Source: an optimization exercise on an open RTL-to-GDS flow (aim: small area, a short achievable clock period and few clock cycles). Production flows keep margins and buffers that such runs may drop.
RTL that was checked went through simulation tests only; none was proved equivalent to the original.
Only the layout flow was run in run 4; the RTL was not checked for function there.
Power and IR drop assume default switching activity.

**flow/flow/run.sh**
```bash
#!/bin/bash
# standard layout, with timing repair aiming at a larger setup margin
set -euo pipefail
bash standard.sh SETUP_SLACK_MARGIN=6.0 finish > standard_flow.log 2>&1
```
**flow/standard.sh**
```bash
#!/bin/bash
# synth_recipe.tcl (not shown) runs the flow's synth.tcl, then flattens the netlist and writes it again
# the make line also repeats each setting of config.mk as NAME=value (left out here)
make -C /OpenROAD-flow-scripts/flow DESIGN_CONFIG=/design/flow/config.mk WORK_HOME=/design/flow/orfs CLKGATE_MAP_FILE= SYNTH_SCRIPT=/design/flow/synth_recipe.tcl "${@:-finish}"
```
**flow/config.mk**
```make
export PLATFORM = sky130hd
export DESIGN_NAME = segment_reassembly_engine
export DESIGN_NICKNAME = segment_reassembly_engine
export VERILOG_FILES = /design/flow/design.v
export SDC_FILE = /design/flow/constraint.sdc
export NUM_CORES = 4
export LEC_CHECK = 0
export CAP_MARGIN = 20
export CORE_MARGIN = 2
export CORE_UTILIZATION = 40
export CTS_CLUSTER_DIAMETER = 120
export CTS_CLUSTER_SIZE = 24
export SETUP_SLACK_MARGIN = 5
export SLEW_MARGIN = 20
```
**flow/constraint.sdc**
```tcl
create_clock -name core_clock -period 9.0 [get_ports {i_clk}]
set_input_delay 1.8000 -clock core_clock [delete_from_list [all_inputs] [get_ports {i_clk}]]
set_output_delay 1.8000 -clock core_clock [all_outputs]
set_load 0.01 [all_outputs]
```
**flow/design.v**
```verilog
package sre_pkg;
    localparam int MAX_SEGMENTS = 1024;
    localparam int HEADER_BYTES = 7;
    localparam int MAP_IDX_W = (MAX_SEGMENTS > 1) ? $clog2(MAX_SEGMENTS) : 1;
    localparam int COUNT_W   = $clog2(MAX_SEGMENTS + 1);
    localparam int POS_W     = 17;
    localparam int ADDR_W    = 26;
    localparam logic [POS_W-1:0] POS_MAX     = {POS_W{1'b1}};
    localparam logic [POS_W-1:0] POS_SEG_HI  = POS_W'(1);
    localparam logic [POS_W-1:0] POS_SEG_LO  = POS_W'(2);
    localparam logic [POS_W-1:0] POS_TOT_HI  = POS_W'(3);
    localparam logic [POS_W-1:0] POS_TOT_LO  = POS_W'(4);
    localparam logic [POS_W-1:0] POS_SIZE_HI = POS_W'(5);
    localparam logic [POS_W-1:0] POS_SIZE_LO = POS_W'(HEADER_BYTES - 1);
    localparam logic [POS_W-1:0] POS_PAYLOAD = POS_W'(HEADER_BYTES);
    typedef struct packed {
        logic [7:0] data_byte;
        logic       frame_start;
    } t_in_word;
    typedef struct packed {
        logic              write_valid;
        logic [ADDR_W-1:0] write_addr;
        logic [7:0]        write_data;
        logic              header_seen;
        logic [15:0]       total_segments;
        logic [3:0]        format_code;
        logic              complete;
        logic              bad_segment;
    } t_out_word;
endpackage
module segment_reassembly_engine (
    input  logic              i_clk,
    input  logic              i_rst_n,
    input  logic              i_cfg_we,
    input  logic [3:0]        i_cfg_data,
    input  logic              i_in_valid,
    output logic              o_in_ready,
    input  logic [8:0]        i_in_word,
    output logic              o_out_valid,
    input  logic              i_out_ready,
    output logic [57:0]       o_out_word
);
    logic        skid_v;
    logic [8:0]  skid_w;
    logic        h_valid, h_wv, h_bad;
    logic [7:0]  h_data;
    logic [25:0] h_addr;
    logic [3:0]  r_stream;
    logic [2:0]  hp;           
    logic        match;
    logic        acc_en;       
    logic        first;        
    logic        s_big;        
    logic [10:0] s;            
    logic [15:0] r_total;      
    logic [15:0] r_size;
    logic [3:0]  r_format;     
    logic        started;
    logic [10:0] count;        
    logic        r_complete;
    logic [15:0] rem;          
    logic [25:0] acc;
    logic        bad_r, eq0_r, eq1_r;
    logic [4:0]  hst;          
    logic [1:0]  rcnt;         
    logic        busy;
    logic [17:0] size3;        
    logic [17:0] m_r;          
    logic        m_neg;        
    logic        c_sh, c_id, c_cin;    
    logic [1023:0] ring;       
    logic [3:0]  ph;
    logic [3:0]  clr_cnt;
    logic        clr;
    logic        r_hit, r_hv;
    logic        pend_v;
    logic [1:0]  pend_hi;
    logic [8:0]  w;
    logic [7:0]  b;
    logic        fs, avail, go;
    logic [2:0]  hp_n;
    logic        is_p1, is_p2, is_p3, is_p4, is_p5, is_p6, is_pay, wv;
    assign w      = skid_v ? skid_w : i_in_word;
    assign b      = w[8:1];
    assign fs     = w[0];
    assign hp_n   = fs ? 3'd0 : ((hp == 3'd7) ? 3'd7 : hp + 3'd1);
    assign is_p1  = !fs && match && (hp == 3'd0);
    assign is_p2  = !fs && match && (hp == 3'd1);
    assign is_p3  = !fs && match && (hp == 3'd2);
    assign is_p4  = !fs && match && (hp == 3'd3);
    assign is_p5  = !fs && match && (hp == 3'd4);
    assign is_p6  = !fs && match && (hp == 3'd5);
    assign is_pay = !fs && (hp[2:1] == 2'b11);
    assign wv     = is_pay && acc_en && (rem != 16'd0);
    assign o_in_ready = !skid_v;
    assign avail      = skid_v | i_in_valid;
    assign go         = !busy & avail & (!h_valid | i_out_ready) & !(pend_v & is_p2) &
                        !(is_p6 & !r_hv);
    always_ff @(posedge i_clk) begin
        if (!i_rst_n) skid_v <= 1'b0;
        else          skid_v <= avail & !go;
        if (!skid_v) skid_w <= i_in_word;
    end
    logic [10:0] cnt_base, cnt_inc;
    logic [15:0] tot_eff;
    logic        newseg, dup;
    assign cnt_base = started ? count : 11'd0;
    assign cnt_inc  = cnt_base + 11'd1;
    assign tot_eff  = started ? r_total : rem;
    always_ff @(posedge i_clk) begin
        bad_r <= s_big || (s == 11'd0) || (s > 11'd1024) || ({5'd0, s} > tot_eff);
        eq0_r <= ({5'd0, cnt_base} == tot_eff);
        eq1_r <= ({5'd0, cnt_inc} == tot_eff);
    end
    logic [63:0]  taps [4];
    logic [63:0]  set_r;
    logic [3:0]   tapsel;
    logic [1:0]   tk;
    logic         tapval, tvalid, ph_now, pend_fire;
    logic [7:0]   row_sel, col_sel;
    genvar gi;
    generate
        for (gi = 0; gi < 64; gi++) begin : g_ring
            assign taps[0][gi] = ring[16*gi];
            assign taps[1][gi] = ring[16*gi+12];
            assign taps[2][gi] = ring[16*gi+8];
            assign taps[3][gi] = ring[16*gi+4];
            assign set_r[gi]   = row_sel[gi/8] & col_sel[gi%8];
            always_ff @(posedge i_clk) begin
                ring[16*gi+15 -: 16] <= {(ring[16*gi] & !clr) | set_r[gi], ring[16*gi+15 -: 15]};
            end
        end
    endgenerate
    assign ph_now    = (ph[1:0] == s[7:6]);
    assign tk        = ph[3:2] - s[9:8];
    assign tapsel    = {taps[3][s[5:0]], taps[2][s[5:0]], taps[1][s[5:0]], taps[0][s[5:0]]};
    assign tvalid    = !clr || ((tk != 2'd0) && (ph[3:2] >= tk));
    assign tapval    = tapsel[tk] & tvalid;
    assign dup       = r_hit;
    assign newseg    = !bad_r && !dup;
    assign pend_fire = pend_v && (ph == {pend_hi, s[7:6]});
    always_comb begin
        row_sel = '0;
        col_sel = '0;
        row_sel[s[5:3]] = pend_fire;
        col_sel[s[2:0]] = 1'b1;
    end
    always_ff @(posedge i_clk) begin
        if (!i_rst_n) begin
            ph      <= 4'd0;
            clr_cnt <= 4'd15;
            clr     <= 1'b1;
            pend_v  <= 1'b0;
        end else begin
            ph <= ph + 4'd1;
            if (clr_cnt != 4'd0) clr_cnt <= clr_cnt - 4'd1;
            else                 clr     <= 1'b0;
            if (go && is_p6 && !bad_r) begin
                pend_v  <= 1'b1;
                pend_hi <= s[9:8];
            end else if (pend_fire) begin
                pend_v  <= 1'b0;
            end
        end
        if (go && is_p2) begin
            r_hv <= 1'b0;
        end else if (ph_now) begin
            r_hv  <= 1'b1;
            r_hit <= tapval;
        end
    end
    logic        match_n, busy_n, started_n, first_n, trig;
    logic [4:0]  hst_n;
    logic [1:0]  rcnt_n;
    assign trig = (go && is_p2) || (rcnt == 2'd1);
    always_comb begin
        match_n   = match;
        busy_n    = busy;
        started_n = started;
        first_n   = first;
        rcnt_n    = (rcnt != 2'd0) ? rcnt - 2'd1 : 2'd0;
        if (go && fs) first_n = 1'b0;
        if (go && is_p6) first_n = newseg;
        if (go && wv) first_n = 1'b0;
        if (go && fs) match_n = (b[7:4] == r_stream);
        if (trig) hst_n = 5'b00001;
        else      hst_n = {hst[3:0], 1'b0};
        if (hst[3]) busy_n = 1'b0;
        if (go && is_p6 && !started) begin
            started_n = 1'b1;
            rcnt_n    = 2'd2;
            busy_n    = 1'b1;
        end
    end
    logic [25:0] op_a, op_b, sum;
    always_ff @(posedge i_clk) size3 <= {2'd0, r_size} + {1'd0, r_size, 1'b0};
    always_comb begin
        op_a = ({26{c_sh}} & {acc[23:0], 2'd0}) | ({26{c_id}} & acc);
        op_b = {{8{m_neg}}, m_r};
    end
    logic [25:0] kg [0:5];
    logic [25:0] kp [0:5];
    always_comb begin
        kg[0] = op_a & op_b;
        kp[0] = op_a ^ op_b;
        kg[0][0] = kg[0][0] | (kp[0][0] & c_cin);
        for (int l = 1; l <= 5; l++) begin
            for (int i = 0; i < 26; i++) begin
                if (i >= (1 << (l - 1))) begin
                    kg[l][i] = kg[l-1][i] | (kp[l-1][i] & kg[l-1][i - (1 << (l - 1))]);
                    kp[l][i] = kp[l-1][i] & kp[l-1][i - (1 << (l - 1))];
                end else begin
                    kg[l][i] = kg[l-1][i];
                    kp[l][i] = kp[l-1][i];
                end
            end
        end
        sum = kp[0] ^ {kg[5][24:0], c_cin};
    end
    logic [1:0]  dig;
    logic [17:0] m_step, m_init;
    logic        n_step_neg;
    function automatic logic [17:0] mult(input logic [1:0] d, input logic [15:0] sz,
                                         input logic [17:0] sz3);
        case (d)
            2'd0:    mult = 18'd0;
            2'd1:    mult = {2'd0, sz};
            2'd2:    mult = {1'd0, sz, 1'b0};
            default: mult = sz3;
        endcase
    endfunction
    always_comb begin
        case (1'b1)
            hst[0]:  dig = s[7:6];
            hst[1]:  dig = s[5:4];
            default: dig = s[3:2];
        endcase
        m_init     = s[10] ? {r_size, 2'b0} : mult(s[9:8], r_size, size3);
        n_step_neg = 1'b0;
        if (hst[3:0] == 4'd0) begin
            m_step = 18'd0;
        end else if (!hst[3]) begin
            m_step = mult(dig, r_size, size3);
        end else begin
            case (s[1:0])
                2'd0:    begin m_step = {2'b11, ~r_size}; n_step_neg = 1'b1; end
                2'd1:    m_step = 18'd0;
                2'd2:    m_step = {2'd0, r_size};
                default: m_step = {1'd0, r_size, 1'b0};
            endcase
        end
    end
    always_ff @(posedge i_clk) begin
        if (!i_rst_n) begin
            r_stream   <= 4'd1;
            hp         <= 3'd0;
            match      <= 1'b0;
            acc_en     <= 1'b0;
            started    <= 1'b0;
            r_total    <= 16'd0;
            r_format   <= 4'd0;
            r_complete <= 1'b0;
            hst        <= 5'd0;
            rcnt       <= 2'd0;
            busy       <= 1'b0;
            h_valid    <= 1'b0;
            first      <= 1'b0;
            c_sh <= 1'b0; c_id <= 1'b1; c_cin <= 1'b1;
            m_r  <= 18'd0; m_neg <= 1'b0;
        end else begin
            if (i_cfg_we) r_stream <= i_cfg_data;
            h_valid <= go | (h_valid & !i_out_ready);
            match   <= match_n;
            rcnt    <= rcnt_n;
            busy    <= busy_n;
            started <= started_n;
            hst     <= hst_n;
            first   <= first_n;
            if (trig) begin
                c_sh <= 1'b0; c_id <= 1'b0; c_cin <= 1'b0;
                m_r  <= m_init; m_neg <= 1'b0;
            end else if (hst[3:0] != 4'd0) begin
                c_sh <= 1'b1; c_id <= 1'b0; c_cin <= n_step_neg;
                m_r  <= m_step; m_neg <= n_step_neg;
            end else begin
                c_sh <= 1'b0; c_id <= 1'b1; c_cin <= !first_n;
                m_r  <= 18'd0; m_neg <= 1'b0;
            end
            if (go) begin
                hp <= hp_n;
                if (fs) acc_en <= 1'b0;
                if (fs && (b[7:4] == r_stream) && !started) count[3:0] <= b[3:0];
                if (is_p1) begin
                    s_big    <= (b[7:3] != 5'd0) || (b[2] && (b[1:0] != 2'd0));
                    s[10:8]  <= b[2:0];
                end
                if (is_p2) s[7:0] <= b;
                if (is_p3 && !started) rem[15:8]    <= b;
                if (is_p4 && !started) rem[7:0]     <= b;
                if (is_p5 && !started) r_size[15:8] <= b;
                if (is_p6) begin
                    if (!started) begin
                        r_size[7:0] <= b;
                        rem         <= {r_size[15:8], b};
                        r_total     <= rem;
                        r_format    <= count[3:0];
                    end else begin
                        rem         <= r_size;
                    end
                    acc_en     <= newseg;
                    count      <= newseg ? cnt_inc : cnt_base;
                    r_complete <= newseg ? eq1_r : eq0_r;
                end
                if (wv) rem <= rem - 16'd1;
                h_wv   <= wv;
                h_data <= wv ? b : 8'd0;
                h_addr <= wv ? sum : 26'd0;
                h_bad  <= is_p6 && bad_r;
            end
            if (hst != 5'd0) begin
                acc <= sum;
            end else if (go && wv) begin
                acc <= sum;
            end
        end
    end
    assign o_out_valid = h_valid;
    assign o_out_word  = {h_wv, h_addr, h_data, started, r_total, r_format,
                          r_complete, h_bad};
endmodule
```
==> run summary, run 1 <==
- Outcome: finished clean
- CTS HTree Levels: 2
- Largest stage delay on the critical path: about 0.27 ns
- DP Wirelength: 49400 um
- Seq cells post-synth: 1249
- Crit path kind: input port to flip-flop
- Vias: 20000
- Post-Place Cell Area: approximately 0.038 sq mm
- Ys Warns: 4
- Register area share after synthesis: 72.1%
- Share of the synthesized area in the top cell type: 62.2%
- Final setup fails: 0
- CP arrival: ~3.5 ns
- Avg Cell Area, Syn: 13.7 sq um
- Die Y: 305 um
- Ys async rst share: 0%
- Number of cells on the critical path: 11
- Die ar.: between 0.09 and 0.1 sq mm
- Max-slew violation count: 0
- Fmax: 322 MHz
- Global-route wire length before repair: 120000 um
- Endpoint class of the critical path: flip-flop
- CTS root buf: clkbuf_16
- Worst slew pin tran: ~1.1 ns
- Clock skew: 0.0460 ns
- Number of CTS-inserted buffers: 58
- Synth area leaders: dfxtp_1 (62%), edfxtp_1 (9.9%), mux4_2 (4.2%)
- DR WL/cell: 19.8 um
- Delay-heaviest family, CP: buffers and inverters
- Final period util: 34.6%
- Crit-path slowest cell: and4_4
- Tmin final: 3.11 ns
- Hold_buf cts: 0
- Drt via density: 4.98
- Initial Utilization: 40.4%
- Initial antenna violation count: 2
- Ant. Diodes: 0
- Netlist cell types: 69
- Hold Crit Depth: 0
- Core area: 0.0900 sq mm
- Worst path cell trace: buf_8 > mux2i_4 > buf_6 > and4_4 > o31ai_4 > buf_12 > nor2_4 > nor3_4 > buf_6 > nor2_4 > buf_12
- Detail Route Antenna Nets: 0
- GP Congestion: ~0.84
- Layout cell share with drive strength beyond 1: 18.2%
- Number of synthesized flops with an enable pin: 120
- CTS max path bufs: 3
- Leak: approximately 16 nW
- GRT overflow: 0
- Final WL: 79200 um
- # clock sinks: 1249
- Crit path buffers/inverters: 5
- Max-cap check violation count: 0
- Final-stage net count: 2909
- Worst min path class: flip-flop to flip-flop
- Ports: 78
- Final setup TNS: 0 ns
- DRC errors left: 0
- R2R depth: 9
- CP required: between 9 and 10 ns
- Reg-to-reg slack, setup: 6.03 ns
- CTS tree: done
- Mapped cell area: 0.0363 sq mm
- Worst vdd ir: 0.155 mV
- Post-route cell area: 0.0416 sq mm
- Final Hold Vio Count: 0
- Row count: 110
- Vias in the first global route: 20100
- Worst skew pair latency: 0.66 ns
- Gate Count Post-Synth: 2657
- DRT Pass-1 Iters: 5
- Syn Nets: 2751
- Most used DFF post-synth: dfxtp_1
- Critical R2R Capture: rem[11]
- Crit path max fanout: 7
- R2r startpoint: rem[8]
- Critical hold path startpoint: ring[162]
- Synth area leader: dfxtp_1
- Area growth from synthesis to layout: 14.6%
- Rel. slew slack: 28.9%
- RSZ-0062 raised after global routing: yes
- Largest net degree at the start of global routing: 68
- Worst setup SP type: input port
- DIE WIDTH: around 300 um
- Clk slew on worst S/H paths: 0.09 ns
- Cell area power density: 206 mW/mm^2
- DR iter-0 viols: 1474
- Hold endpoint: ring[161]
- GR Util All Layers: 16.5%
- Port bufs: 77
## routing by layer
metal,vias up,global-route usage [%],share of wire [%]
met4,4,4.86,2.4
met3,116,2.34,4.7
met5,-,0,0.035
li1,9517,-,-
met2,505,27.4,48
met1,9809,22.5,45
## worst max path at each step
stage	slack, ns	to	startpoint
final	5.89	acc[18]	i_in_word[0]
after global placement	2.88	count[4]	i_in_word[0]
after global routing	5.85	m_r[16]	i_in_word[0]
after CTS	5.90	o_in_ready	skid_v
after detailed placement	3.31	r_size[5]	i_in_word[0]
after floorplan	5.12	r_size[10]	i_in_valid
## sequential cells by signal, indices dropped and copies added (netlist names), 16 cells and up
register / flops
h_addr: 26
m_r: 18
ring: 1024
size3: 18
rem: 16
acc: 26
r_size: 16
r_total: 16
## layout make-up
type	instances	area, sq um
Timing Repair Buffer	208	1900
Multi-Input combinational cell	1179	9940
Clock buffer	67	1490
Timing Repair inverter	1	7.51
Fill cell	8009	48400
Sequential cell	1249	26300
Tap cell	1176	1470
Inverter	118	467
Clock inverter	6	90.1
## stage by stage
stage / instances / util (%) / hold WS [ns] / power, mW / worst slack (ns)
after floorplan: 2657 / - / 0.310 / 5.82 / 5.12
after global placement: 3812 / 42.6 / 0.310 / 5.87 / 2.88
after detailed placement: 3813 / 42.6 / 0.312 / 5.87 / 3.31
after CTS: 3968 / 45.5 / 0.298 / 8.66 / 5.90
after global routing: 4004 / 46.2 / 0.309 / 8.88 / 5.85
final: 4004 / 46.2 / 0.317 / 8.59 / 5.89
## cells in the mapped netlist (6+ instances only)
library cell  count
nor2_1          122
nor3_1           35
mux4_2           67
o21a_1            8
a211oi_1         20
o211ai_1         18
mux2_2           34
a21oi_1          82
o21ai_0          75
buf_2            15
a31oi_1          14
inv_1           115
o21bai_1          7
nand3_1          20
nand2b_1          6
nor4_1            8
or3_1            12
xor2_1           26
and3_1           15
a22oi_1          17
clkbuf_1         85
a21o_1           15
xnor2_1          65
nor2b_1          11
dfxtp_1        1129
ha_1             72
nand2_1          98
nand4_1          12
buf_4             8
a22o_1           23
and2_1           40
mux2i_1          79
edfxtp_1        120
o22ai_1          95
## kinds of logic after synthesis
family | share of synthesized area [%]
muxes | 7.39
and+or+nand+nor | 5.48
DFF | 72.1
xor gates and xnor gates | 2.19
adders and majority gates | 2.70
AOI/OAI and AO/OA | 7.42
buffers and inverters | 2.67
## report_power, final
group          switching [mW]  internal [mW]  leakage, nW
Sequential            0.00926           5.62         10.2
Combinational          0.0832         0.0563         4.75
Clock                    1.64           1.18        0.767
Total                    1.73           6.86         15.8
## cells in the final DEF (no fill, tap or decap), types with 33 or more instances in the layout
cell type | Yosys | routed
o21ai_0 | 75 | 57
nor2_1 | 122 | 108
buf_2 | 15 | 58
buf_4 | 8 | 91
and2_1 | 40 | 39
a21oi_1 | 82 | 76
dfxtp_1 | 1129 | 1102
mux2_2 | 34 | 33
clkbuf_16 | 0 | 62
mux2i_1 | 79 | 75
inv_1 | 115 | 110
nand2_1 | 98 | 87
o22ai_1 | 95 | 85
edfxtp_1 | 120 | 120
xnor2_1 | 65 | 63
ha_1 | 72 | 65
mux4_2 | 67 | 67
## timing repair
item	CTS	global route
pin swaps	30	25
buffers inserted	71	31
cloned	11	5
endpoints found under the setup margin	378	150
resized for setup	393	74
Testbench counts, summed over its fixed seeds: cycles 102,196.
==> run 2: changes to the inputs <==
--- a/flow/config.mk
+++ b/flow/config.mk
@@ -8,5 +8,5 @@
 export CAP_MARGIN = 20
 export CORE_MARGIN = 2
-export CORE_UTILIZATION = 40
+export CORE_UTILIZATION = 60
 export CTS_CLUSTER_DIAMETER = 120
 export CTS_CLUSTER_SIZE = 24
==> run 2 against run 1 <==
Area after synthesis did not move; still clean; largest power group unchanged; count of clock-buffer cells in the layout rose by 3; register-to-register slack got worse by 0.05 ns; via count rose by 0.80%; sequential share of layout area rose by 0.66 points.
==> run summary, run 2 <==
- Biggest register: ring
- CTS root buf: clkbuf_16
- DRT Pass-1 Iters: 5 (unchanged)
- GRT overflow: 0 (unchanged)
- Ys Warns: 4 (unchanged)
- Max-slew violation count: 0 (unchanged)
- Final setup TNS: 0 ns (unchanged)
- Int Power: 6.86 mW (about the same)
- Final setup fails: 0 (unchanged)
- DRC errors left: 0 (unchanged)
- Reg-to-reg slack, setup: 5.98 ns (-0.05 ns)
- Leak: 15.8 nW (+0.45%)
- Most frequent cell on the critical path: buf_4
- Hold_buf cts: 0 (unchanged)
- GR Util All Layers: 24.4% (+7.9 points)
- Critical hold path startpoint: ring[89]
- Sw power: 1.71 mW (-1.1%)
- Avg Cell Area, Syn: 13.7 sq um (unchanged)
- RSZ-0062 raised after global routing: yes
- Initial antenna violation count: 0 (-2)
- Worst path cell trace: buf_8 > mux2i_4 > buf_6 > inv_6 > nor3_4 > buf_4 > a31oi_4 > o21ai_4 > buf_4 > buf_4 > nor3_4 > buf_12 > mux2i_1 > nor2_1
- Ant. Diodes: 0 (unchanged)
- Hold endpoint: ring[88]
- Leading cell types by count after synthesis: dfxtp_1 (1129), nor2_1 (122), edfxtp_1 (120)
- CP required: 9.51 ns (+0.16 ns)
- Cell area power density: 208 mW/mm^2 (+0.74%)
- Gate Count Post-Synth: 2657 (unchanged)
- Largest register FFs: 1024 (unchanged)
- Final Hold Vio Count: 0 (unchanged)
- Combinational Power Share: 1.5% (about the same)
- DIE WIDTH: 250 um (-18%)
- Crit path max fanout: 10 (+3)
- Row count: 90 (-18%)
- Most frequent cell after synthesis: dfxtp_1
- Port bufs: 77 (unchanged)
- R2r startpoint: c_id
- Drt via density: 5.57 (+12%)
- Global-route wire length before repair: 117000 um (-2.5%)
- Clk pwr share: 32.9% (about the same)
- Post-route cell area: 0.0412 sq mm (-0.97%)
- Most frequent cells in the layout: dfxtp_1 (1101), edfxtp_1 (120), inv_1 (111), nor2_1 (111), buf_4 (95)
- Endpoint class of the critical path: flip-flop
- Post-Place Cell Area: 0.0378 sq mm (-1.4%)
- Largest stage delay on the critical path: 0.21 ns (-0.06 ns)
- Ys async rst share: 0% (unchanged)
- Final WL: 77700 um (-1.9%)
- Number of CTS-inserted buffers: 58 (unchanged)
- Ports: 78 (unchanged)
- Total power: 8.57 mW (-0.24%)
- Final period util: 34.8% (+0.28 points)
- Commonest non-fill, non-tap cell in the layout: dfxtp_1
- Area growth from synthesis to layout: 13.5%
- Synth area leaders: dfxtp_1 (62%), edfxtp_1 (9.9%), mux4_2 (4.2%)
- Register area share after synthesis: 72.1% (unchanged)
- Clk slew on worst S/H paths: 0.10 ns (about the same)
- Sequential Power Share: 65.6% (about the same)
- Delay-heaviest family, CP: buffers and inverters
- Crit path kind: input port to flip-flop
- Outcome: finished clean
- Biggest regs: ring x1024, acc x26, h_addr x26
- Vias: 20100 (+0.80%)
- Crit path buffers/inverters: 7 (+2)
- Clock skew: 0.0307 ns (-0.0153 ns)
- CTS tree: done
- Most used DFF post-synth: dfxtp_1
- Largest net degree at the start of global routing: 68 (unchanged)
- CTS HTree Levels: 2 (unchanged)
- Tmin final: 3.14 ns (+0.0251 ns)
- Netlist cell types: 69 (unchanged)
- Seq cells post-synth: 1249 (unchanged)
- Sw Share: 20.0% (-0.18 points)
- Die ar.: 0.0625 sq mm (-33%)
- Syn Nets: 2751 (unchanged)
- Die Y: 250 um (-18%)
- Layout cell share with drive strength beyond 1: 18.1% (-0.084 points)
- Max-cap check violation count: 0 (unchanged)
- GP Congestion: 0.901 (+7.3%)
- Initial Utilization: 60.4% (+20 points)
- Fmax: 319 MHz (-0.80%)
- Setup WS post-layout: 5.86 ns (-0.0251 ns)
- Detail Route Antenna Nets: 0 (unchanged)
- CP arrival: 3.65 ns (+0.19 ns)
- Worst skew pair latency: 0.66 ns (about the same)
- Mapped cell area: 0.0363 sq mm (unchanged)
- Worst min path class: flip-flop to flip-flop
- Worst vdd ir: 0.235 mV (+52%)
- Hold Crit Depth: 0 (unchanged)
- Vias in the first global route: 19700 (-1.5%)
- Worst setup SP type: input port
- Number of synthesized flops with an enable pin: 120 (unchanged)
- DR WL/cell: 21.5 um (+8.7%)
- Rel. slew slack: 29.1% (+0.17 points)
- Critical R2R Capture: h_addr[24]
- DP Wirelength: 46900 um (-5.0%)
- DR iter-0 viols: 1137 (-23%)
- Core area: 0.0601 sq mm (-33%)
- CTS max path bufs: 3 (unchanged)
- Worst slew pin tran: 1.06 ns (-0.000422 ns)
- # clock sinks: 1249 (unchanged)
- Setup slack at placement: 3.76 ns (+0.445 ns)
- Share of the synthesized area in the top cell type: 62.2% (unchanged)
- Finished Layout Cells: 3612 (-9.8%)
- Crit-path slowest cell: a31oi_4
- R2R depth: 12 (+3)
- Placed cells: 3415 (-10%)
- Final-stage net count: 2910 (+0.034%)
- Synth area leader: dfxtp_1
run 2: changes by cell type in the layout (fill, tap and decap cells not counted), sizes merged, moves of 2 or more:
cell and change:
bufbuf +6, buf -3, clkinv +3, dlygate4sd2 -3
inv -3, clkdlybuf4s50 +2
run 2: cells by family after synthesis:
| group | count (synthesis) | synth area share (%) |
|---|---|---|
| AOI/OAI and AO/OA | 418 | 7.42 |
| xor gates and xnor gates | 91 | 2.19 |
| and+or+nand+nor | 408 | 5.48 |
| buffers and inverters | 235 | 2.67 |
| DFF | 1249 | 72.1 |
| muxes | 180 | 7.39 |
| adders and majority gates | 76 | 2.70 |
run 2: final cells by class:
| type | instances | area, sq um |
|---|---|---|
| Timing Repair inverter | 3 | 30.0 |
| Sequential cell | 1249 | 26300 |
| Timing Repair Buffer | 208 | 1960 |
| Clock inverter | 4 | 106 |
| Fill cell | 4306 | 18900 |
| Clock buffer | 70 | 1500 |
| Multi-Input combinational cell | 1178 | 9880 |
| Inverter | 118 | 492 |
| Tap cell | 782 | 978 |
run 2: worst max-delay path by stage:
stage	startpoint	to	cells after the start
after detailed placement	i_in_word[0]	count[8]	9
after CTS	h_bad	o_out_word[0]	1
final	i_in_word[0]	r_total[14]	14
after floorplan	i_in_valid	r_size[10]	8
after global routing	i_in_word[0]	m_r[13]	13
after global placement	i_in_valid	count[10]	8
run 2: layer usage:
layer / wire length (um) / global-route usage (%) / vias up
li1: - / - / 9502
met1: 34400 / 32.9 / 9924
met5: 0 / 0 / -
met2: 37000 / 40.2 / 523
met4: 2780 / 9.07 / 0
met3: 3530 / 3.65 / 162
run 2: power by group through the flow:
| stage | clock [mW] | combinational [mW] | sequential [mW] |
|---|---|---|---|
| final | 2.82 | 0.129 | 5.62 |
| after global routing | 3.08 | 0.137 | 5.63 |
| after CTS | 2.88 | 0.124 | 5.62 |
| after detailed placement | 0 | 0.109 | 5.76 |
| after global placement | 0 | 0.107 | 5.76 |
| after floorplan | 0 | 0.0576 | 5.76 |
run 2: what timing repair did:
action,in CTS,in global routing
gates cloned,15,4
pin swaps,29,22
gates resized for setup,392,72
setup buffers,74,30
hold endpoints to repair,0,0
endpoints found under the setup margin,370,206
run 2: through the flow:
step	util (%)	hold slack, ns
6_report	68.5	0.312
4_1_cts	67.4	0.298
2_1_floorplan	-	0.310
5_1_grt	68.5	0.304
3_5_place_dp	62.9	0.312
3_3_place_gp	62.9	0.309
==> run 3: changes to the inputs <==
--- a/flow/config.mk
+++ b/flow/config.mk
@@ -8,7 +8,7 @@
 export CAP_MARGIN = 20
 export CORE_MARGIN = 2
-export CORE_UTILIZATION = 60
-export CTS_CLUSTER_DIAMETER = 120
-export CTS_CLUSTER_SIZE = 24
+export CORE_UTILIZATION = 40
+export CTS_CLUSTER_DIAMETER = 150
+export CTS_CLUSTER_SIZE = 30
 export SETUP_SLACK_MARGIN = 5
 export SLEW_MARGIN = 20
==> run 3 against run 2 <==
Still clean on timing, DRC and antenna; first-iteration DRC count grew 30%; final area up 0.17%; non-clock buffer count is 2 higher; combinational power is 9% higher; highest routed layer is now met5.
==> run summary, run 3 <==
- Syn Nets: 2751 (unchanged)
- Ports: 78 (unchanged)
- GR Util All Layers: 16.5% (-7.9 points)
- DIE WIDTH: 305 um (+22%)
- Initial antenna violation count: 1 (+1)
- Rel. slew slack: 28.1% (-1.0 points)
- Biggest register: ring
- Post-route cell area: 0.0413 sq mm (+0.17%)
- Largest net degree at the start of global routing: 68 (unchanged)
- Vias in the first global route: 19900 (+0.66%)
- DRT Pass-1 Iters: 5 (unchanged)
- DP Wirelength: 49400 um (+5.3%)
- CTS HTree Levels: 2 (unchanged)
- Max-cap check violation count: 0 (unchanged)
- Number of CTS-inserted buffers: 47 (-19%)
- Core area: 0.0900 sq mm (+50%)
- Final WL: 78900 um (+1.5%)
- Crit path kind: input port to flip-flop
- Total power: 8.33 mW (-2.8%)
- CP required: 9.36 ns (-0.15 ns)
- Leak: 15.6 nW (-1.3%)
- Most frequent cell after synthesis: dfxtp_1
- Drt via density: 4.95 (-11%)
- CTS root buf: clkbuf_16
- Max-slew violation count: 0 (unchanged)
- Final Hold Vio Count: 0 (unchanged)
- CTS tree: done
- Most used DFF post-synth: dfxtp_1
- Clock skew: 0.0444 ns (+0.0136 ns)
- Crit path max fanout: 5 (-5)
- Row count: 110 (+22%)
- Outcome: finished clean
- Worst skew pair latency: 0.66 ns (about the same)
- Cell area power density: 202 mW/mm^2 (-2.9%)
- Final-stage net count: 2900 (-0.34%)
- Final setup fails: 0 (unchanged)
- Final setup TNS: 0 ns (unchanged)
- Port bufs: 77 (unchanged)
- Endpoint class of the critical path: flip-flop
- Initial Utilization: 40.4% (-20 points)
- Finished Layout Cells: 3992 (+11%)
- Clk slew on worst S/H paths: 0.12 ns (+0.02 ns)
- Share of the synthesized area in the top cell type: 62.2% (unchanged)
- Worst min path class: flip-flop to flip-flop
- GP Congestion: 0.840 (-6.8%)
- Global-route wire length before repair: 120000 um (+2.3%)
- Area growth from synthesis to layout: 13.7%
- Worst slew pin tran: 1.08 ns (+0.0132 ns)
- Most frequent cells in the layout: dfxtp_1 (1102), edfxtp_1 (120), nor2_1 (111)
- RSZ-0062 raised after global routing: yes
- Largest register FFs: 1024 (unchanged)
- Post-Place Cell Area: 0.0383 sq mm (+1.4%)
- Ys async rst share: 0% (unchanged)
- CTS max path bufs: 3 (unchanged)
- Die ar.: 0.0932 sq mm (+49%)
- Leading cell types by count after synthesis: dfxtp_1 (1129), nor2_1 (122), edfxtp_1 (120)
- Synth area leader: dfxtp_1
- Mapped cell area: 0.0363 sq mm (unchanged)
- DRC errors left: 0 (unchanged)
- Ant. Diodes: 0 (unchanged)
- Placed cells: 3813 (+12%)
- Worst vdd ir: 0.163 mV (-31%)
- Synth area leaders: dfxtp_1 (62%), edfxtp_1 (9.9%), mux4_2 (4.2%)
- Register area share after synthesis: 72.1% (unchanged)
- Biggest regs: ring x1024, acc x26, h_addr x26
- Ys Warns: 4 (unchanged)
- Die Y: 305 um (+22%)
- # fillers: 8040 (+87%)
- Detail Route Antenna Nets: 0 (unchanged)
- Commonest non-fill, non-tap cell in the layout: dfxtp_1
- DR WL/cell: 19.8 um (-8.1%)
- Seq cells post-synth: 1249 (unchanged)
- Gate Count Post-Synth: 2657 (unchanged)
- Fmax: 325 MHz (+1.9%)
- Final period util: 34.2% (-0.66 points)
- # clock sinks: 1249 (unchanged)
- Tmin final: 3.08 ns (-0.0590 ns)
- Avg Cell Area, Syn: 13.7 sq um (unchanged)
- Netlist cell types: 69 (unchanged)
- GRT overflow: 0 (unchanged)
- Worst setup SP type: input port
- Layout cell share with drive strength beyond 1: 17.5% (-0.58 points)
- Hold_buf cts: 0 (unchanged)
- Vias: 19800 (-1.7%)
- DR iter-0 viols: 1480 (+30%)
- CP arrival: 3.43 ns (-0.22 ns)
- Number of synthesized flops with an enable pin: 120 (unchanged)
run 3: cell counts after synthesis:
Identical to the previous run, type by type.
run 3: worst max-delay path: stages:
cell,delay [ns]
buf_8,0.08
nor2_4,0.03
or3_4,0.41
a31oi_4,0.20
nor2b_4,0.23
nand2_4,0.08
clkinvlp_4,0.12
buf_12,0.12
nand2_8,0.04
nor3_4,0.16
buf_6,0.15
run 3: layout make-up:
class / instances / area, sq um / area share [%]
clock buffer: 55 / 1220 / 2.95
clock inverter: 4 / 73.8 / 0.179
inverter: 118 / 462 / 1.12
multi-input combinational: 1179 / 9850 / 23.9
sequential: 1249 / 26300 / 63.6
tap: 1176 / 1470 / 3.56
timing repair buffer: 210 / 1950 / 4.72
timing repair inverter: 1 / 7.51 / 0.0182
run 3: worst paths after layout:
check | start | endpoint | slack [ns] | depth (start not counted)
max | i_in_valid | r_size[8] | 5.92 | 11
min reg2reg | ring[162] | ring[161] | 0.31 | 0
min | ring[162] | ring[161] | 0.31 | 0
max reg2reg | s[0] | r_hit | 6.01 | 7
run 3: report_power, final:
part | total (mW) | switching [mW] | leakage, nW | internal (mW)
logic | 0.141 | 0.0835 | 4.76 | 0.0578
clock network | 2.56 | 1.58 | 0.626 | 0.981
registers | 5.63 | 0.00927 | 10.2 | 5.62
run 3: what timing repair did:
| action | in CTS | in global routing |
|---|---|---|
| gates cloned | 12 | 5 |
| endpoints found under the setup margin | 378 | 150 |
| buffers inserted | 69 | 34 |
| hold endpoints to repair | 0 | 0 |
| resized for setup | 391 | 59 |
| pin swaps | 30 | 28 |
run 3: logic make-up (layout without fill, tap and decap cells):
family / after synthesis / count (layout) / share of synthesized area, %
compound gates: 418 / 418 / 7.42
buf+inv: 235 / 388 / 2.67
xor+xnor: 91 / 91 / 2.19
fa+ha+maj: 76 / 76 / 2.70
flops: 1249 / 1249 / 72.1
simple gates: 408 / 414 / 5.48
mux: 180 / 180 / 7.39
run 3: metal layers:
metal,global-route usage [%],routed length [um],vias up
li1,-,-,9465
met1,22.7,36600,9809
met2,27.3,37400,403
met3,2.54,3320,99
met4,3.95,1570,2
met5,0,13,-
run 3: through the flow:
stage               worst slack [ns]  utilization, %  hold WS (ns)
floorplan                       5.12               -         0.310
detailed placement              3.31            42.6         0.312
global placement                2.88            42.6         0.310
finish                          5.92            45.9         0.310
CTS                             5.89            45.2         0.305
global route                    5.88            45.9         0.312
==> run 4: changes to the inputs <==
--- a/flow/design.v
+++ b/flow/design.v
@@ -41,5 +41,6 @@
     output logic [57:0]       o_out_word
 );
-    logic        skid_v;
+    logic        skid_v;       
+    logic        in_rdy;       
     logic [8:0]  skid_w;
     logic        h_valid, h_wv, h_bad;
@@ -93,11 +94,12 @@
     assign is_pay = !fs && (hp[2:1] == 2'b11);
     assign wv     = is_pay && acc_en && (rem != 16'd0);
-    assign o_in_ready = !skid_v;
+    assign o_in_ready = in_rdy;
+    assign skid_v     = !in_rdy;
     assign avail      = skid_v | i_in_valid;
     assign go         = !busy & avail & (!h_valid | i_out_ready) & !(pend_v & is_p2) &
                         !(is_p6 & !r_hv);
     always_ff @(posedge i_clk) begin
-        if (!i_rst_n) skid_v <= 1'b0;
-        else          skid_v <= avail & !go;
+        if (!i_rst_n) in_rdy <= 1'b1;
+        else          in_rdy <= !(avail & !go);
         if (!skid_v) skid_w <= i_in_word;
     end
--- a/flow/config.mk
+++ b/flow/config.mk
@@ -9,6 +9,6 @@
 export CORE_MARGIN = 2
 export CORE_UTILIZATION = 40
-export CTS_CLUSTER_DIAMETER = 150
-export CTS_CLUSTER_SIZE = 30
+export CTS_CLUSTER_DIAMETER = 135
+export CTS_CLUSTER_SIZE = 27
 export SETUP_SLACK_MARGIN = 5
 export SLEW_MARGIN = 20
==> run 4 against run 3 <==
Still clean; clock skew decreased by 0.0061 ns; sequential power about the same; area after synthesis increased by 0.17%; via count increased by 2.2%; clock power increased by 6%; worst setup slack got worse by 0.085 ns; combinational power decreased by 3%; cell count increased by 1.2%; final area increased by 0.78%; core utilization increased by 0.36 points; first-iteration DRC count decreased by 13%; register-to-register slack got worse by 0.17 ns; critical endpoint is now acc[25].
==> run summary, run 4 <==
- Outcome: finished clean
- Largest register FFs: 1024 (unchanged)
- Critical R2R Capture: acc[25]
- GP Congestion: 0.847 (+0.88%)
- Crit-path slowest cell: or3_4
- Worst vdd ir: 0.193 mV (+18%)
- Die Y: 306 um (about the same)
- Detail Route Antenna Nets: 0 (unchanged)
- Most frequent cell on the critical path: a21o_1
- Commonest non-fill, non-tap cell in the layout: dfxtp_1
- Share of the synthesized area in the top cell type: 62.1% (-0.10 points)
- Crit path kind: flip-flop to flip-flop
- Number of CTS-inserted buffers: 52 (+11%)
- Layout cell share with drive strength beyond 1: 16.8% (-0.74 points)
- Vias in the first global route: 20400 (+2.5%)
- GRT overflow: 0 (unchanged)
- Mapped cell area: 0.0364 sq mm (+0.17%)
- Cell area power density: 204 mW/mm^2 (+0.88%)
- Leak: 15.8 nW (+1.2%)
- Hold endpoint: ring[166]
- Worst path cell trace: buf_12 > a22o_4 > ha_4 > a21o_1 > or3_4 > o211ai_4 > a31oi_4 > a211o_1 > a221o_1 > a21o_1 > xor2_1
- Crit path max fanout: 10 (+5)
- Drt via density: 5.01 (+1.0%)
- Area growth from synthesis to layout: 14.4%
- Clock skew: 0.0383 ns (-0.00607 ns)
- Syn Nets: 2801 (+1.8%)
- Max-cap check violation count: 0 (unchanged)
- Final setup TNS: 0 ns (unchanged)
- Row count: 110 (unchanged)
- Netlist cell types: 69 (unchanged)
- Port bufs: 77 (unchanged)
- # clock sinks: 1249 (unchanged)
- DRC errors left: 0 (unchanged)
- Ys async rst share: 0% (unchanged)
- Most frequent cells in the layout: dfxtp_1 (1102), nor2_1 (122), edfxtp_1 (120)
- Initial Utilization: 40.4% (+0.067 points)
- Fmax: 316 MHz (-2.7%)
- CP arrival: 3.56 ns (+0.13 ns)
- Endpoint class of the critical path: flip-flop
- Clk slew on worst S/H paths: 0.11 ns (about the same)
- Avg Cell Area, Syn: 13.4 sq um (-1.7%)
- Ports: 78 (unchanged)
- Ant. Diodes: 0 (unchanged)
- Number of synthesized flops with an enable pin: 120 (unchanged)
- Largest net degree at the start of global routing: 68 (unchanged)
- Die ar.: 0.0934 sq mm (+0.16%)
- Vias: 20200 (+2.2%)
- Worst setup SP type: flip-flop
- Synth area leaders: dfxtp_1 (62%), edfxtp_1 (9.9%), mux4_2 (3.5%)
- Worst Setup SP: c_sh
- Ys Warns: 4 (unchanged)
- Critical hold path startpoint: ring[167]
- # fillers: 7958 (-1.0%)
- CTS HTree Levels: 2 (unchanged)
- Gate Count Post-Synth: 2707 (+1.9%)
- Seq cells post-synth: 1249 (unchanged)
- Most frequent cell after synthesis: dfxtp_1
- CTS max path bufs: 3 (unchanged)
- CTS tree: done
- Reg-to-reg slack, setup: 5.84 ns (-0.17 ns)
- Initial antenna violation count: 0 (-1)
- GR Util All Layers: 16.6% (+0.099 points)
- Core area: 0.0900 sq mm (unchanged)
- Hold_buf cts: 0 (unchanged)
- Synth area leader: dfxtp_1
- Finished Core Util: 46.2% (+0.36 points)
- Global-route wire length before repair: 121000 um (+0.81%)
- Max-slew violation count: 0 (unchanged)
- Final period util: 35.1% (+0.94 points)
- DR iter-0 viols: 1285 (-13%)
- CTS root buf: clkbuf_16
- DP Wirelength: 48900 um (-0.92%)
- DR WL/cell: 19.6 um (-0.76%)
- RSZ-0062 raised after global routing: yes
- Leading cell types by count after synthesis: dfxtp_1 (1129), nor2_1 (129), edfxtp_1 (120)
- Final WL: 79200 um (+0.41%)
- Rel. slew slack: 45.9% (+18 points)
- Tmin final: 3.16 ns (+0.0848 ns)
- Biggest regs: ring x1024, acc x26, h_addr x26
- Most used DFF post-synth: dfxtp_1
- Worst slew pin tran: 0.789 ns (-0.288 ns)
- Worst min path class: flip-flop to flip-flop
- R2r startpoint: c_sh
- R2R depth: 11 (+4)
- DRT Pass-1 Iters: 5 (unchanged)
- Register area share after synthesis: 72.0% (-0.12 points)
- Final setup fails: 0 (unchanged)
- Final Hold Vio Count: 0 (unchanged)
- Biggest register: ring
- Final-stage net count: 2945 (+1.6%)
- DIE WIDTH: 306 um (about the same)
- Largest stage delay on the critical path: 0.38 ns (-0.03 ns)
- Worst skew pair latency: 0.66 ns (about the same)
- CP required: 9.40 ns (+0.04 ns)
- Hold Crit Depth: 0 (unchanged)
==> run 4: cell count changes after synthesis, sizes merged, moves of 5 or more <==
cell,delta
a21o,+7
xor2,+11
o221ai,+6
xnor2,-10
nand3,+8
nor2,+7
nand2,+16
mux2i,+5
mux4,-11
==> run 4: per-layer routing <==
layer | share of wire (%) | global-route usage [%]
met3 | 4.2 | 2.22
met1 | 46 | 22.3
met5 | 0 | 0
met2 | 48 | 28.2
met4 | 2.4 | 4.16
==> run 4: logic make-up after synthesis <==
group                    after synthesis  share of synthesized area, %
flip-flops                          1249                          72.0
AND/OR/NAND/NOR                      441                          5.78
AO/OA/AOI/OAI                        431                          7.69
buffers and inverters                241                          2.66
multiplexers                         177                          6.93
XOR/XNOR                              92                          2.21
adder cells (fa/ha/maj)               76                          2.70
==> run 4: worst max-delay path: cells and delay by family, from the launching register on <==
family | cells | cell delay (ns)
buf+inv | 1 | 0.14
xor+xnor | 1 | 0.17
fa+ha+maj | 1 | 0.22
compound gates | 7 | 1.63
flops | 1 | 0.36
simple gates | 1 | 0.38
==> run 4: cell type report <==
cell class / count / area, sq um / share of cell area (%)
Sequential cell: 1249 / 26300 / 63.1
Clock inverter: 4 / 96.3 / 0.232
Timing Repair Buffer: 204 / 1930 / 4.64
Tap cell: 1176 / 1470 / 3.54
Timing Repair inverter: 1 / 8.76 / 0.0210
Clock buffer: 62 / 1340 / 3.22
Inverter: 121 / 485 / 1.17
Multi-Input combinational cell: 1222 / 10000 / 24.1
==> run 4: metrics by stage <==
stage	hold WS (ns)	setup slack [ns]	total power, mW	area, sq um	std cells
finish	0.301	5.84	8.47	41600	4039
global route	0.319	5.79	8.77	41600	4039
CTS	0.308	5.82	8.55	41000	4008
detailed placement	0.312	3.24	5.87	38500	3860
global placement	0.310	3.33	5.87	38500	3860
floorplan	0.310	5.44	5.82	36600	2707
==> run 4: repair_timing <==
item                                    4_1_cts  5_1_grt
endpoints found under the setup margin      378      142
pin swaps                                    33       33
setup buffers                                69       31
gates cloned                                 13        0
gates resized for setup                     391       73
==> run 4: worst max path at each step <==
| stage | endpoint | slack, ns | cells after the start |
|---|---|---|---|
| 6_report | acc[25] | 5.84 | 11 |
| 3_5_place_dp | r_size[5] | 3.24 | 6 |
| 2_1_floorplan | r_size[10] | 5.44 | 8 |
| 4_1_cts | acc[25] | 5.82 | 11 |
| 5_1_grt | h_addr[24] | 5.79 | 12 |
| 3_3_place_gp | r_size[5] | 3.33 | 6 |
==> run 4: where the power goes <==
part	switching [mW]	internal, mW	total, mW	leakage (nW)
sequential	0.0102	5.62	5.63	10.2
clock	1.63	1.07	2.71	0.692
combinational	0.0799	0.0568	0.137	4.87
total	1.72	6.75	8.47	15.8
==> run 5: changes to the inputs <==
--- a/flow/design.v
+++ b/flow/design.v
@@ -79,5 +79,5 @@
     logic [8:0]  w;
     logic [7:0]  b;
-    logic        fs, avail, go;
+    logic        fs, avail, go, blk;
     logic [2:0]  hp_n;
     logic        is_p1, is_p2, is_p3, is_p4, is_p5, is_p6, is_pay, wv;
@@ -97,6 +97,6 @@
     assign skid_v     = !in_rdy;
     assign avail      = skid_v | i_in_valid;
-    assign go         = !busy & avail & (!h_valid | i_out_ready) & !(pend_v & is_p2) &
-                        !(is_p6 & !r_hv);
+    assign blk        = busy | (match & (((hp == 3'd1) & pend_v) | ((hp == 3'd5) & !r_hv)));
+    assign go         = !blk & avail & (!h_valid | i_out_ready);
     always_ff @(posedge i_clk) begin
         if (!i_rst_n) in_rdy <= 1'b1;
==> run 5 against run 4 <==
Still clean; sequential power about the same; via count up 0.18%; fmax up 2.4%; flip-flop and latch count unchanged; sequential share of layout area up 0.62 points; first-iteration DRC count down 8.2%; global-route usage about the same; register-to-register slack better by 0.19 ns; critical path type is now flip-flop to output port; highest routed layer unchanged.
==> run summary, run 5 <==
- Outcome: finished clean
- RSZ-0062 raised after global routing: yes
- Clk pwr share: 31.9% (about the same)
- Leak: 15.7 nW (-0.42%)
- Drt via density: 4.99 (-0.24%)
- Biggest regs: ring x1024, acc x26, h_addr x26
- Reg-to-reg slack, setup: 6.03 ns (+0.19 ns)
- CP required: 7.20 ns (-2.20 ns)
- Syn Nets: 2841 (+1.4%)
- Vias: 20300 (+0.18%)
- Global-route wire length before repair: 121000 um (+0.50%)
- Netlist cell types: 76 (+10%)
- Share of the synthesized area in the top cell type: 61.8% (-0.37 points)
- Sequential Power Share: 66.6% (+0.2 points)
- # clock sinks: 1249 (unchanged)
- Layout cell share with drive strength beyond 1: 14.9% (-1.9 points)
- Final setup fails: 0 (unchanged)
- Die ar.: 0.0939 sq mm (+0.59%)
- Row count: 110 (unchanged)
- Crit-path slowest cell: edfxtp_1
- Rel. slew slack: 26.9% (-19 points)
- Clock skew: 0.0361 ns (-0.00218 ns)
- Clk slew on worst S/H paths: 0.12 ns (about the same)
- Crit path kind: flip-flop to output port
- Max-slew violation count: 0 (unchanged)
- Biggest register: ring
- Ports: 78 (unchanged)
- DR iter-0 viols: 1180 (-8.2%)
- Final period util: 34.3% (-0.82 points)
- DR WL/cell: 19.6 um (-0.23%)
- DRC errors left: 0 (unchanged)
- Combinational Power Share: 1.5% (about the same)
- Largest stage delay on the critical path: 0.46 ns (+0.08 ns)
- GP Congestion: 0.839 (-0.92%)
- Leading cell types by count after synthesis: dfxtp_1 (1129), nand2_1 (137), nor2_1 (124)
- Cell area power density: 205 mW/mm^2 (+0.64%)
- Ys Warns: 4 (unchanged)
- Ys async rst share: 0% (unchanged)
- Final setup TNS: 0 ns (unchanged)
- Crit path buffers/inverters: 1 (unchanged)
- Most frequent cells in the layout: dfxtp_1 (1105), nand2_1 (127), edfxtp_1 (120)
- CTS root buf: clkbuf_16
- Commonest non-fill, non-tap cell in the layout: dfxtp_1
- Largest register FFs: 1024 (unchanged)
- Number of CTS-inserted buffers: 52 (unchanged)
- Synth area leader: dfxtp_1
- Initial Utilization: 40.5% (+0.12 points)
- Die Y: 306 um (+0.29%)
- Sw Share: 20.0% (-0.32 points)
- Hold_buf cts: 0 (unchanged)
- DRT Pass-1 Iters: 5 (unchanged)
- Worst slew pin tran: 1.10 ns (+0.307 ns)
- CP arrival: 1.29 ns (-2.27 ns)
- Hold Crit Depth: 0 (unchanged)
- CTS HTree Levels: 2 (unchanged)
- Mapped cell area: 0.0366 sq mm (+0.59%)
- Worst path cell trace: buf_2
- Final WL: 79400 um (+0.19%)
- GRT overflow: 0 (unchanged)
- Seq cells post-synth: 1249 (unchanged)
- Delay-heaviest family, CP: flip-flops
- Port bufs: 77 (unchanged)
- Critical R2R Capture: r_hit
- Number of synthesized flops with an enable pin: 120 (unchanged)
- Crit path max fanout: 1 (-9)
- Hold endpoint: ring[398]
- Fmax: 324 MHz (+2.4%)
- Gate Count Post-Synth: 2749 (+1.6%)
- CTS tree: done
- Worst min path class: flip-flop to flip-flop
- R2R depth: 8 (-3)
- Initial antenna violation count: 0 (unchanged)
- CTS max path bufs: 3 (unchanged)
- Largest net degree at the start of global routing: 68 (unchanged)
- Final Hold Vio Count: 0 (unchanged)
- Worst skew pair latency: 0.66 ns (about the same)
- Max-cap check violation count: 0 (unchanged)
- Sw power: 1.69 mW (-1.9%)
- R2r startpoint: s[0]
- GR Util All Layers: 16.6% (about the same)
- Endpoint class of the critical path: output port
- Most used DFF post-synth: dfxtp_1
- Vias in the first global route: 20200 (-0.87%)
- Worst vdd ir: 0.152 mV (-21%)
- Avg Cell Area, Syn: 13.3 sq um (-0.94%)
- Area growth from synthesis to layout: 12.6%
- Final-stage net count: 2960 (+0.51%)
- Tmin final: 3.09 ns (-0.0738 ns)
- Register area share after synthesis: 71.6% (-0.43 points)
- DIE WIDTH: 306 um (+0.29%)
- Critical hold path startpoint: ring[399]
- DP Wirelength: 50400 um (+3.0%)
- Setup WS post-layout: 5.91 ns (+0.0738 ns)
- Ant. Diodes: 0 (unchanged)
- Synth area leaders: dfxtp_1 (62%), edfxtp_1 (9.8%), mux4_2 (3.2%)
- Detail Route Antenna Nets: 0 (unchanged)
- Int Power: 6.76 mW (about the same)
- Most frequent cell after synthesis: dfxtp_1
- Core area: 0.0903 sq mm (+0.31%)
- Worst setup SP type: flip-flop
- Setup slack at placement: 4.21 ns (+0.973 ns)
-- run 5: how the worst max path moves through the flow --
| stage | start | cells past startpoint | endpoint |
|---|---|---|---|
| finish | h_addr[9] | 1 | o_out_word[40] |
| global route | h_addr[9] | 1 | o_out_word[40] |
| CTS | h_addr[9] | 1 | o_out_word[40] |
| floorplan | i_in_valid | 7 | r_size[10] |
| global placement | i_in_word[0] | 8 | acc[22] |
| detailed placement | i_in_valid | 8 | r_size[9] |
-- run 5: layout make-up --
class,count,area [sq um]
sequential,1249,26300
inverter,113,438
clock buffer,62,1360
timing repair buffer,180,1570
multi-input combinational,1270,10000
clock inverter,4,87.6
fill,8034,49100
timing repair inverter,2,15.0
tap,1176,1470
-- run 5: timing repair --
item                                    in CTS  in global routing
endpoints found under the setup margin     359                135
cloned                                      12                  1
buffers inserted                            52                 27
gates resized for setup                    360                 39
pin swaps                                   16                 14
-- run 5: routing by layer --
metal  up-vias  share of wire [%]  routed length (um)  GRT usage (%)
met2       443                 48               38000           28.5
li1       9714                  -                   -              -
met4         0                2.1                1650           3.83
met1      9994                 46               36600           22.4
met3       104                3.9                3070           1.90
met5         -                  0                   0              0
-- run 5: stage by stage --
step | power (mW) | util, % | hold slack, ns | instances | area (sq um)
2_1_floorplan | 5.82 | - | 0.310 | 2749 | 36800
3_3_place_gp | 5.87 | 42.7 | 0.310 | 3898 | 38600
3_5_place_dp | 5.87 | 42.7 | 0.312 | 3898 | 38600
4_1_cts | 8.53 | 45.2 | 0.303 | 4028 | 40800
5_1_grt | 8.74 | 45.6 | 0.316 | 4056 | 41200
6_report | 8.44 | 45.6 | 0.310 | 4056 | 41200
-- run 5: power by group through the flow --
stage                     Clock [mW]  Sequential [mW]  Combinational (mW)
after global routing            2.97             5.63               0.132
final                           2.69             5.63               0.123
after detailed placement           0             5.76               0.105
after floorplan                    0             5.76              0.0563
after CTS                       2.79             5.63               0.118
after global placement             0             5.76               0.104
-- run 5: cell families (layout without fill, tap and decap cells) --
kind of cell	after synthesis	count (layout)	synth area share [%]
flip-flops	1249	1249	71.6
AND/OR/NAND/NOR	457	462	5.99
adder cells (fa/ha/maj)	74	74	2.59
XOR/XNOR	91	91	2.18
AO/OA/AOI/OAI	463	463	8.16
multiplexers	180	180	6.83
buffers and inverters	235	361	2.65
Testbench counts of run 5, summed over its fixed seeds: cycles 102,197.
==> run 6: changes to the inputs <==
--- a/flow/config.mk
+++ b/flow/config.mk
@@ -8,7 +8,7 @@
 export CAP_MARGIN = 20
 export CORE_MARGIN = 2
-export CORE_UTILIZATION = 40
-export CTS_CLUSTER_DIAMETER = 135
-export CTS_CLUSTER_SIZE = 27
+export CORE_UTILIZATION = 50
+export CTS_CLUSTER_DIAMETER = 150
+export CTS_CLUSTER_SIZE = 30
 export SETUP_SLACK_MARGIN = 5
 export SLEW_MARGIN = 20
==> run 6 against run 5 <==
Still clean on timing, DRC and antenna; non-clock buffer count grew 2; fmax fell by 0.49%; sequential share of layout area increased by 0.53 points; die area fell by 20%; combinational power hardly changed; global-route usage grew 4.1 points; final area is 0.81% lower; area after synthesis unchanged; clock power down 4%; critical path depth unchanged; core utilization increased by 11 points; synthesized cell count did not move; critical path type unchanged; largest power group unchanged.
==> run summary, run 6 <==
- Outcome: finished clean
- Worst min path class: flip-flop to flip-flop
- Finished Core Util: 56.2% (+11 points)
- Endpoint class of the critical path: output port
- # clock sinks: 1249 (unchanged)
- Crit path buffers/inverters: 1 (unchanged)
- CP arrival: 1.30 ns (about the same)
- Ant. Diodes: 0 (unchanged)
- Final period util: 34.5% (+0.17 points)
- Delay-heaviest family, CP: flip-flops
- Final-stage net count: 2955 (-0.17%)
- Number of synthesized flops with an enable pin: 120 (unchanged)
- DRC errors left: 0 (unchanged)
- Setup slack at placement: 4.13 ns (-0.0881 ns)
- Ys async rst share: 0% (unchanged)
- R2R depth: 10 (+2)
- Core area: 0.0727 sq mm (-19%)
- Reg-to-reg slack, setup: 6.00 ns (-0.03 ns)
- Leading cell types by count after synthesis: dfxtp_1 (1129), nand2_1 (137), nor2_1 (124)
- Hold_buf cts: 0 (unchanged)
- Hold endpoint: ring[266]
- Synth area leader: dfxtp_1
- Largest register FFs: 1024 (unchanged)
- Initial Utilization: 50.3% (+9.8 points)
- CP required: 7.20 ns (about the same)
- Critical hold path startpoint: ring[267]
- Rel. slew slack: 39.8% (+13 points)
- Gate Count Post-Synth: 2749 (unchanged)
- Biggest regs: ring x1024, acc x26, h_addr x26
- R2r startpoint: s[1]
- Final setup fails: 0 (unchanged)
- Row count: 99 (-10%)
- Cell area power density: 204 mW/mm^2 (-0.55%)
- Detail Route Antenna Nets: 0 (unchanged)
- Final WL: 78400 um (-1.2%)
- Most frequent cells in the layout: dfxtp_1 (1102), nand2_1 (132), edfxtp_1 (120)
- Port bufs: 77 (unchanged)
- Final Hold Vio Count: 0 (unchanged)
- Worst skew pair latency: 0.66 ns (about the same)
- Initial antenna violation count: 0 (unchanged)
- Most frequent cell after synthesis: dfxtp_1
- Final setup TNS: 0 ns (unchanged)
- Crit path kind: flip-flop to output port
- Die Y: 275 um (-10%)
- Commonest non-fill, non-tap cell in the layout: dfxtp_1
- CTS root buf: clkbuf_16
- DR iter-0 viols: 1440 (+22%)
- Die ar.: 0.0754 sq mm (-20%)
- Share of the synthesized area in the top cell type: 61.8% (unchanged)
- Most used DFF post-synth: dfxtp_1
- Vias in the first global route: 19800 (-1.8%)
- Ys Warns: 4 (unchanged)
- Leak: 15.7 nW (-0.54%)
- Largest stage delay on the critical path: 0.48 ns (+0.02 ns)
- CTS HTree Levels: 2 (unchanged)
- Clk slew on worst S/H paths: 0.12 ns (about the same)
- Crit path max fanout: 1 (unchanged)
- Max-cap check violation count: 0 (unchanged)
- DP Wirelength: 49400 um (-2.1%)
- GP Congestion: 0.865 (+3.1%)
- Biggest register: ring
- RSZ-0062 raised after global routing: yes
- Worst setup SP type: flip-flop
- Crit-path slowest cell: edfxtp_1
- Avg Cell Area, Syn: 13.3 sq um (unchanged)
- Synth area leaders: dfxtp_1 (62%), edfxtp_1 (9.8%), mux4_2 (3.2%)
- Hold Crit Depth: 0 (unchanged)
- DIE WIDTH: 275 um (-10%)
- Clock skew: 0.0299 ns (-0.00623 ns)
- Global-route wire length before repair: 119000 um (-1.7%)
- Netlist cell types: 76 (unchanged)
- Largest net degree at the start of global routing: 51 (-25%)
- Syn Nets: 2841 (unchanged)
- Drt via density: 5.28 (+5.8%)
- GR Util All Layers: 20.6% (+4.1 points)
- Worst slew pin tran: 0.900 ns (-0.196 ns)
- Ports: 78 (unchanged)
- Layout cell share with drive strength beyond 1: 14.8% (-0.084 points)
- CTS tree: done
- Worst vdd ir: 0.197 mV (+30%)
- Worst path cell trace: buf_2
- Register area share after synthesis: 71.6% (unchanged)
- Seq cells post-synth: 1249 (unchanged)
- Worst Setup SP: h_addr[23]
- Number of CTS-inserted buffers: 47 (-9.6%)
- GRT overflow: 0 (unchanged)
- Area growth from synthesis to layout: 11.7%
- Setup WS post-layout: 5.90 ns (-0.0153 ns)
- Vias: 20300 (+0.020%)
- DR WL/cell: 20.4 um (+4.5%)
- CTS max path bufs: 3 (unchanged)
- Tmin final: 3.10 ns (+0.0153 ns)
- Fmax: 322 MHz (-0.49%)
- Hold_ws: 0.317 ns (+0.00639 ns)
- Mapped cell area: 0.0366 sq mm (unchanged)
- Critical R2R Capture: r_hit
- DRT Pass-1 Iters: 5 (unchanged)
- Max-slew violation count: 0 (unchanged)
run 6: cell types whose count changed in the layout (fill, tap and decap cells not counted), moves of 4 or more:
| cell | previous run | this run |
|---|---|---|
| buf_2 | 56 | 48 |
| buf_12 | 7 | 13 |
| clkbuf_16 | 54 | 48 |
| nand2_1 | 127 | 132 |
| nand2_2 | 7 | 2 |
| dfxtp_2 | 10 | 14 |
run 6: area by class of cell:
cell class | count | area [sq um]
clock buffers | 59 | 1240
clock inverters | 3 | 66.3
fillers | 5911 | 31800
inverters | 113 | 442
multi-input cells | 1268 | 9980
flip-flops and latches | 1249 | 26300
well taps | 959 | 1200
repair buffers | 182 | 1660
repair inverters | 2 | 15.0
run 6: power by group:
group          internal (mW)  leakage, nW  switching, mW  total, mW
logic                 0.0498         4.80         0.0721      0.122
registers               5.62         10.2        0.00898       5.63
clock network          0.996        0.633           1.58       2.58
run 6: logic make-up (layout without fill, tap and decap cells):
kind of cell	count (synthesis)	after routing	synth area share [%]
and+or+nand+nor	457	460	5.99
adders and majority gates	74	74	2.59
DFF	1249	1249	71.6
muxes	180	180	6.83
AOI/OAI and AO/OA	463	463	8.16
buffers and inverters	235	359	2.65
xor gates and xnor gates	91	91	2.18
run 6: worst reg2reg max path, cell delays in order, from the launching register on:
cell	delay [ns]
edfxtp_1	0.40
buf_12	0.27
buf_16	0.29
nand2_1	0.20
o22ai_1	0.25
nor2_1	0.09
a221oi_2	0.31
o311ai_1	0.22
nor4_1	0.31
a2111oi_0	0.11
a41o_1	0.29
run 6: how the worst max path moves through the flow:
stage | to | cells past startpoint
final | o_out_word[54] | 1
after floorplan | r_size[10] | 7
after CTS | o_out_word[54] | 1
after detailed placement | acc[0] | 8
after global routing | o_out_word[54] | 1
after global placement | acc[0] | 8
run 6: routing by layer:
metal	GRT usage (%)	up-vias	wire, um
met5	0	-	0
met4	5.01	0	1740
met3	2.56	101	3090
met2	34.7	423	37500
met1	28.6	10000	36000
li1	-	9707	-
run 6: what timing repair did:
item / in CTS / in global routing
endpoints found under the setup margin: 351 / 137
setup buffers: 58 / 28
gates resized for setup: 353 / 52
cloned: 9 / 0
pin swaps: 13 / 15
run 6: stage by stage:
step / power, mW / std cells / instance area (sq um)
finish: 8.33 / 3835 / 40900
global route: 8.61 / 3835 / 40900
CTS: 8.40 / 3807 / 40400
detailed placement: 5.87 / 3678 / 38300
global placement: 5.86 / 3678 / 38300
floorplan: 5.82 / 2749 / 36800
==> run 7: changes to the inputs <==
--- a/flow/config.mk
+++ b/flow/config.mk
@@ -8,7 +8,8 @@
 export CAP_MARGIN = 20
 export CORE_MARGIN = 2
-export CORE_UTILIZATION = 50
+export CORE_UTILIZATION = 40
 export CTS_CLUSTER_DIAMETER = 150
 export CTS_CLUSTER_SIZE = 30
 export SETUP_SLACK_MARGIN = 5
 export SLEW_MARGIN = 20
+export TNS_END_PERCENT = 60
==> run 7 against run 6 <==
Count of clock-buffer cells in the layout is 3 lower; first-iteration DRC count is 4.7% higher; register-to-register slack better by 0.03 ns; combinational power is 6% lower; clock skew is 0.0077 ns higher; power is 0.15% lower; critical endpoint is now o_out_word[22].
==> run summary, run 7 <==
- Main combinational cell family by area after synthesis: compound AO/OA/AOI/OAI gates
- Hold_buf cts: 0 (unchanged)
- Post-synthesis adder-cell area fraction: 2.59% (unchanged)
- GRT overflow: 0 (unchanged)
- Tmin final: 3.06 ns (-0.0415 ns)
- Row count: 110 (+11%)
- Die Y: 306 um (+12%)
- RSZ-0062 raised after global routing: yes
- Global-route wire length before repair: 120000 um (+0.96%)
- Core area: 0.0903 sq mm (+24%)
- Largest register FFs: 1024 (unchanged)
- Worst path cell trace: buf_12 > buf_6
- Fmax: 327 MHz (+1.4%)
- Drt via density: 4.98 (-5.7%)
- DR WL/cell: 19.7 um (-3.5%)
- Initial Utilization: 40.5% (-9.8 points)
- Multi-input gate area: 0.00988 sq mm (-0.99%)
- Final WL: 79400 um (+1.3%)
- Cell area power density: 204 mW/mm^2 (about the same)
- DP Wirelength: 50400 um (+2.0%)
- Biggest regs: ring x1024, acc x26, h_addr x26
- DIE WIDTH: 306 um (+12%)
- Ports: 78 (unchanged)
- CP arrival: 1.26 ns (-0.04 ns)
- Worst min path class: flip-flop to flip-flop
- Multiplexer share of the synthesized area: 6.83% (unchanged)
- Most frequent cells in the layout: dfxtp_1 (1102), nand2_1 (131), edfxtp_1 (120)
- Worst Setup SP: started
- Vias in the first global route: 19900 (+0.091%)
- Crit path max fanout: 2 (+1)
- Ys async rst share: 0% (unchanged)
- Number of synthesized flops with an enable pin: 120 (unchanged)
- Worst vdd ir: 0.194 mV (-1.5%)
- Crit-path slowest cell: dfxtp_4
- Final-stage net count: 2933 (-0.74%)
- Netlist cell types: 76 (unchanged)
- Synth area leaders: dfxtp_1 (62%), edfxtp_1 (9.8%), mux4_2 (3.2%)
- CTS tree: done
- # fillers: 8004 (+35%)
- CTS root buf: clkbuf_16
- Outcome: finished clean
- Flip-flop and latch area: 0.0263 sq mm (about the same)
- Leak: 15.5 nW (-0.88%)
- Endpoint class of the critical path: output port
- Most frequent cell after synthesis: dfxtp_1
- Mapped cell area: 0.0366 sq mm (unchanged)
- Register area share after synthesis: 71.6% (unchanged)
- Critical hold path startpoint: ring[390]
- Avg Cell Area, Syn: 13.3 sq um (unchanged)
[run 7: cell count changes in the layout (fill, tap and decap cells not counted), sizes merged]
cell / before / now
clkinv: 2 / 3
bufbuf: 4 / 2
dlymetal6s2s: 1 / 0
clkbuf: 61 / 94
clkdlybuf4s15: 1 / 0
dlygate4sd2: 1 / 3
buf: 160 / 104
[run 7: final cells by class]
type	count	area share (%)
Sequential cell	1249	64.4
Multi-Input combinational cell	1268	24.2
Tap cell	1176	3.61
Timing Repair Buffer	160	3.52
Clock buffer	56	2.96
Inverter	113	1.08
Clock inverter	4	0.202
Timing Repair inverter	2	0.0307
[run 7: cell families (layout without fill, tap and decap cells)]
kind of cell | Yosys count | in the layout
DFF | 1249 | 1249
adders and majority gates | 74 | 74
AOI/OAI and AO/OA | 463 | 463
and+or+nand+nor | 457 | 460
buffers and inverters | 235 | 335
muxes | 180 | 180
xor gates and xnor gates | 91 | 91
[run 7: path summary, 6_finish.rpt]
kind	to	slack, ns	depth (start not counted)
max	o_out_word[22]	5.94	2
max reg2reg	h_addr[21]	6.03	9
min	ring[389]	0.31	0
min reg2reg	ring[389]	0.31	0
[run 7: per-stage QoR]
stage | setup WS (ns) | instance area [sq um] | utilization [%]
6_report | 5.94 | 40800 | 45.2
3_5_place_dp | 4.21 | 38600 | 42.7
3_3_place_gp | 4.34 | 38600 | 42.7
5_1_grt | 5.89 | 40800 | 45.2
4_1_cts | 5.86 | 40700 | 45.0
2_1_floorplan | 5.27 | 36800 | -
[run 7: report_power, final]
| part | switching (mW) | internal (mW) |
|---|---|---|
| clock network | 1.59 | 0.978 |
| registers | 0.00990 | 5.62 |
| logic | 0.0706 | 0.0442 |
| total | 1.68 | 6.64 |
[run 7: repair_timing]
action                                  4_1_cts  5_1_grt
cloned                                        9        1
endpoints found under the setup margin      359      130
resized for setup                           258       94
setup buffers                                41       20
pin swaps                                    14        6
[run 7: worst max-delay path, delay by kind of cell (launching register included)]
kind	cells	cell delay [ns]
buf+inv	2	0.24
flops	1	0.37
[run 7: per-layer routing]
layer	vias to the layer above	track usage, %	share of wire, %
met3	100	2.00	3.7
met2	475	27.6	47
li1	9664	-	-
met5	-	0	0
met1	9836	22.7	47
met4	0	4.40	2.4

Re-timed with assumed drivers on the ports (clkbuf_16 on the clock, buf_2 on other inputs), run 7 has 5.872 ns of setup slack against 5.939 ns with ideal ports, and 5.282 ns once port delays also move by the mid clock arrival of 0.707 ns.
